This is an optimization exercise on Yosys and OpenROAD, whose aim is small area, a short achievable clock period and few clock cycles, not a production implementation. The RTL was checked by simulation tests, not by an equivalence proof against the original design.

==> 02-12 <==
==> flow/design.v (excerpt) <==
module adc_divider_voltage_averager_core (
    input  logic        i_clk,
    input  logic        i_rst_n,
    input  logic        i_in_valid,
    output logic        o_in_ready,
    input  logic [15:0] i_in_data,    
    output logic        o_out_valid,
    input  logic        i_out_ready,
    output logic [23:0] o_out_data,   
    input  logic        i_cfg_we,
    input  logic [1:0]  i_cfg_idx,
    input  logic [12:0] i_cfg_data
);
clock: 12.0 ns
lec_check: 0
cap_margin: 20
core_margin: 2
core_utilization: 40
slew_margin: 20
run.sh (not shown) runs the stock make flow with config.mk's settings and CLKGATE_MAP_FILE= SYNTH_SCRIPT=/design/flow/synth_recipe.tcl, a recipe that flattens the netlist after the stock synthesis.
==> 07-01 (differences from 02-12) <==
--- a/flow/design.v
+++ b/flow/design.v
@@ -655,59 +655,57 @@
         .o_kr  (r_kr)
     );
     logic        r_ready;
     logic        w_take;
     logic [3:0]  r_cnt;
     logic [11:0] r_xx;
-    logic [3:0]  r_xc;
     logic        r_xv, r_xf;
     logic        w_xon, w_xfirst, w_xlast;
     logic [3:0]  r_wch, r_wch2;
     assign w_take   = i_in_valid & r_ready;
     assign w_xon    = r_xv & r_xf;
     assign w_xfirst = (r_cnt == 4'd1);
     assign w_xlast  = (r_cnt == 4'd0);
     always_ff @(posedge i_clk) begin
         r_xx <= i_in_data[15:4];
-        r_xc <= i_in_data[3:0];
         r_xf <= r_filter;
         if (!i_rst_n) begin
             r_xv  <= 1'b0;
             r_cnt <= '0;
         end else begin
             r_xv <= w_take;
             if (w_take) r_cnt <= r_cnt + 4'd1;
         end
-        if (r_xv && w_xfirst) r_wch  <= r_xc;
+        if (w_take && (r_cnt == 4'd0)) r_wch <= i_in_data[3:0];
         if (r_xv && w_xlast)  r_wch2 <= r_wch;
     end
     localparam logic [17:0] NEG_DIGITS = 18'b001_001_001_001_001_001;
     logic [1:0]         r_m1op, r_csop;
     logic signed [29:0] r_a;
     logic [17:0]        r_sel, r_sel2, w_sel_x, w_sel_j;
     logic               r_m1first, r_m1last, r_csfirst, r_cslast;
     logic [41:0]        w_sa, w_sb, r_csa, r_csb, w_p;
     logic               r_jpend;
     logic [11:0]        r_jp;
-    logic               r_accfull;
+    logic               w_vdone;
     logic               w_csa_op, w_jwant, w_job_go;
     logic [11:0]        w_mu;
     logic [27:0]        w_t;
     assign w_csa_op = (r_csop == OP_A);
-    assign w_jwant  = r_accfull || r_jpend;
+    assign w_jwant  = w_vdone || r_jpend;
     assign w_job_go = w_jwant && !w_csa_op && !w_xon;
     adv_s3t u_s3t (
         .i_x (r_xx),
         .o_t (w_t)
     );
     adv_benc u_enc_x (
         .i_u   ({~r_xx[11], r_xx[10:0]}),
         .o_sel (w_sel_x)
     );
     adv_benc u_enc_j (
-        .i_u   (r_jpend ? r_jp : w_mu),
+        .i_u   (r_jpend ? r_jp : w_mu),    
         .o_sel (w_sel_j)
     );
     adv_mul u_mul (
         .i_a   (r_a),
         .i_sel (r_sel),
         .i_pa  (r_m1op == OP_A),
@@ -754,54 +752,54 @@
         r_csb     <= w_sb;
         r_csfirst <= r_m1first;
         r_cslast  <= r_m1last;
     end
     logic               r_vv, r_vfirst, r_vlast;
     logic signed [19:0] r_vval;
-    logic signed [22:0] r_acc;
+    logic signed [22:0] r_acc, w_acc;
+    assign w_vdone = r_vv && r_vlast;
+    assign w_acc   = (r_vfirst ? 23'sd0 : r_acc) + 23'(r_vval);
     always_ff @(posedge i_clk) begin
         if (!i_rst_n) begin
-            r_vv      <= 1'b0;
-            r_accfull <= 1'b0;
+            r_vv <= 1'b0;
         end else begin
-            r_vv      <= (r_csop == OP_B) || (r_xv && !r_xf);
-            r_accfull <= r_vv && r_vlast;
+            r_vv <= (r_csop == OP_B) || (r_xv && !r_xf);
         end
         if (r_csop == OP_B) begin
             r_vval   <= w_p[41:22];
             r_vfirst <= r_csfirst;
             r_vlast  <= r_cslast;
         end else begin
             r_vval   <= 20'(r_xx);
             r_vfirst <= w_xfirst;
             r_vlast  <= w_xlast;
         end
         if (r_vv) begin
-            r_acc <= (r_vfirst ? 23'sd0 : r_acc) + 23'(r_vval);
+            r_acc <= w_acc;
         end
     end
     logic        r_ov;
     logic [16:0] r_omv;
     logic [3:0]  r_och;
     logic        r_jzf;
     logic [3:0]  r_jch;
     logic        r_jqv;
     logic [16:0] r_jq;
     logic [16:0] w_mv;
-    assign w_mu = r_acc[22] ? 12'h800 : {~r_acc[15], r_acc[14:4]};
+    assign w_mu = w_acc[22] ? 12'h800 : {~w_acc[15], w_acc[14:4]};
     always_ff @(posedge i_clk) begin
         if (!i_rst_n) begin
             r_jpend <= 1'b0;
             r_jqv   <= 1'b0;
         end else begin
             r_jpend <= w_jwant && !w_job_go;
             r_jqv   <= (r_csop == OP_J);
         end
-        if (r_accfull) begin
+        if (w_vdone) begin
             r_jp  <= w_mu;
-            r_jzf <= r_acc[22] && (r_ref != '0);
+            r_jzf <= w_acc[22] && (r_ref != '0);
             r_jch <= r_wch2;
         end
         r_jq <= w_p[40:24];
     end
     adv_read u_read (
         .i_mv   (r_jq),
@@ -830,13 +828,14 @@
     logic [3:0] w_cnt_n;
     logic       w_ton, r_ton1, r_ton2, r_ton3;
     logic       w_jwant_n, w_block;
     assign w_ton     = w_take & r_filter;
     assign w_cnt_n   = w_take ? r_cnt + 4'd1 : r_cnt;
     assign w_pend_n  = (w_take && (r_cnt == 4'd15)) || (r_pend && !(r_ov && i_out_ready));
-    assign w_jwant_n = (w_jwant && !w_job_go) || (r_vv && r_vlast);
+    assign w_jwant_n = (w_jwant && !w_job_go)
+                     || ((r_csop == OP_B) ? r_cslast : (r_xv && !r_xf && w_xlast));
     assign w_block = (r_filter && r_ton1)                              
                    || (!r_filter && (w_ton || r_ton1 || r_ton2 || r_ton3))  
                    || (r_filter && w_jwant_n && (w_ton || r_ton2))      
                    || ((w_cnt_n == 4'd15) && w_pend_n);                
     always_ff @(posedge i_clk) begin
         if (!i_rst_n) begin
Settings changed: ABC_AREA set to 1.
==> flow_summary.ini <==
[placement]
preCtsSetupSlack_ns = 7.28

[final_layout]
drive_above_1_share_pct = 5.23
final_common_cell = dfxtp_1

[synthesis]
synth_cell_types = 86
synth.area.mux_share_pct = 0.999

[floorplan]
die_area_um2 = 67800
die_h_um = 260

[worst_hold_path]
min_to = r_cslast

[detailed_routing]
vias = 19900
wl_met1_um = 31800
wl_met3_um = 3930

[sta]
worst_hold_slack_ns = 0.328

[status]
outcome = no timing/DRC/antenna violations
-- figures above: 02-12

==> flow_summary.ini <==
[floorplan]
die_area_um2 = 70300
die_h_um = 265

[synthesis]
synth_cell_types = 60
synthTopCellsByCount = inv_1 (522), nand2_1 (515), dfxtp_1 (306), xor2_1 (260), nor2_1 (246)
synth.area.mux_share_pct = 0.0367

[status]
outcome = no timing/DRC/antenna violations

[detailed_routing]
wl_met3_um = 6120
vias = 22700
met2WireLength_um = 36900
wl_met1_um = 37600

[worst_hold_path]
min_to = r_csfirst

[final_layout]
drive_above_1_share_pct = 4.58
final_common_cell = inv_1
multi_input_area_share_pct = 55.0

[placement]
preCtsSetupSlack_ns = 6.90
-- figures above: 07-01

Testbench counts of 02-12, summed over its fixed seeds: cycles 3,512.
Testbench counts of 07-01, summed over its fixed seeds: cycles 3,480.

==> afterwards: timing with drivers on the ports <==
Ports are ideal in the flow. The routed layouts listed here were re-timed in OpenROAD.
Step 1 (the two cells are an assumption about what drives the block):
set clk [get_ports {i_clk}]
set_driving_cell -lib_cell sky130_fd_sc_hd__clkbuf_16 $clk
set_driving_cell -lib_cell sky130_fd_sc_hd__buf_2 [delete_from_list [all_inputs] $clk]
Step 2 times the ports against the registers' clock, not the clock port: input delays grow and output delays shrink by t, the midpoint of the rising clock arrivals with the driver on.
Three values: ideal, step 1, step 2; two values: the first two.
| run | shift t [ns] | slack for setup (ns) | worst hold slack (ns) |
|---|---|---|---|
| 02-12 | 0.642 | 7.209 / 7.209 / 7.209 | 0.328 / 0.328 / 0.328 |
| 07-01 | 0.623 | 7.741 / 7.741 / 7.698 | 0.325 / 0.325 / 0.325 |
After both steps setup and hold are still met in every run listed. The setup slack of 07-01, which loses most, moves by 0.000 ns with the drivers and by -0.043 ns with both steps.
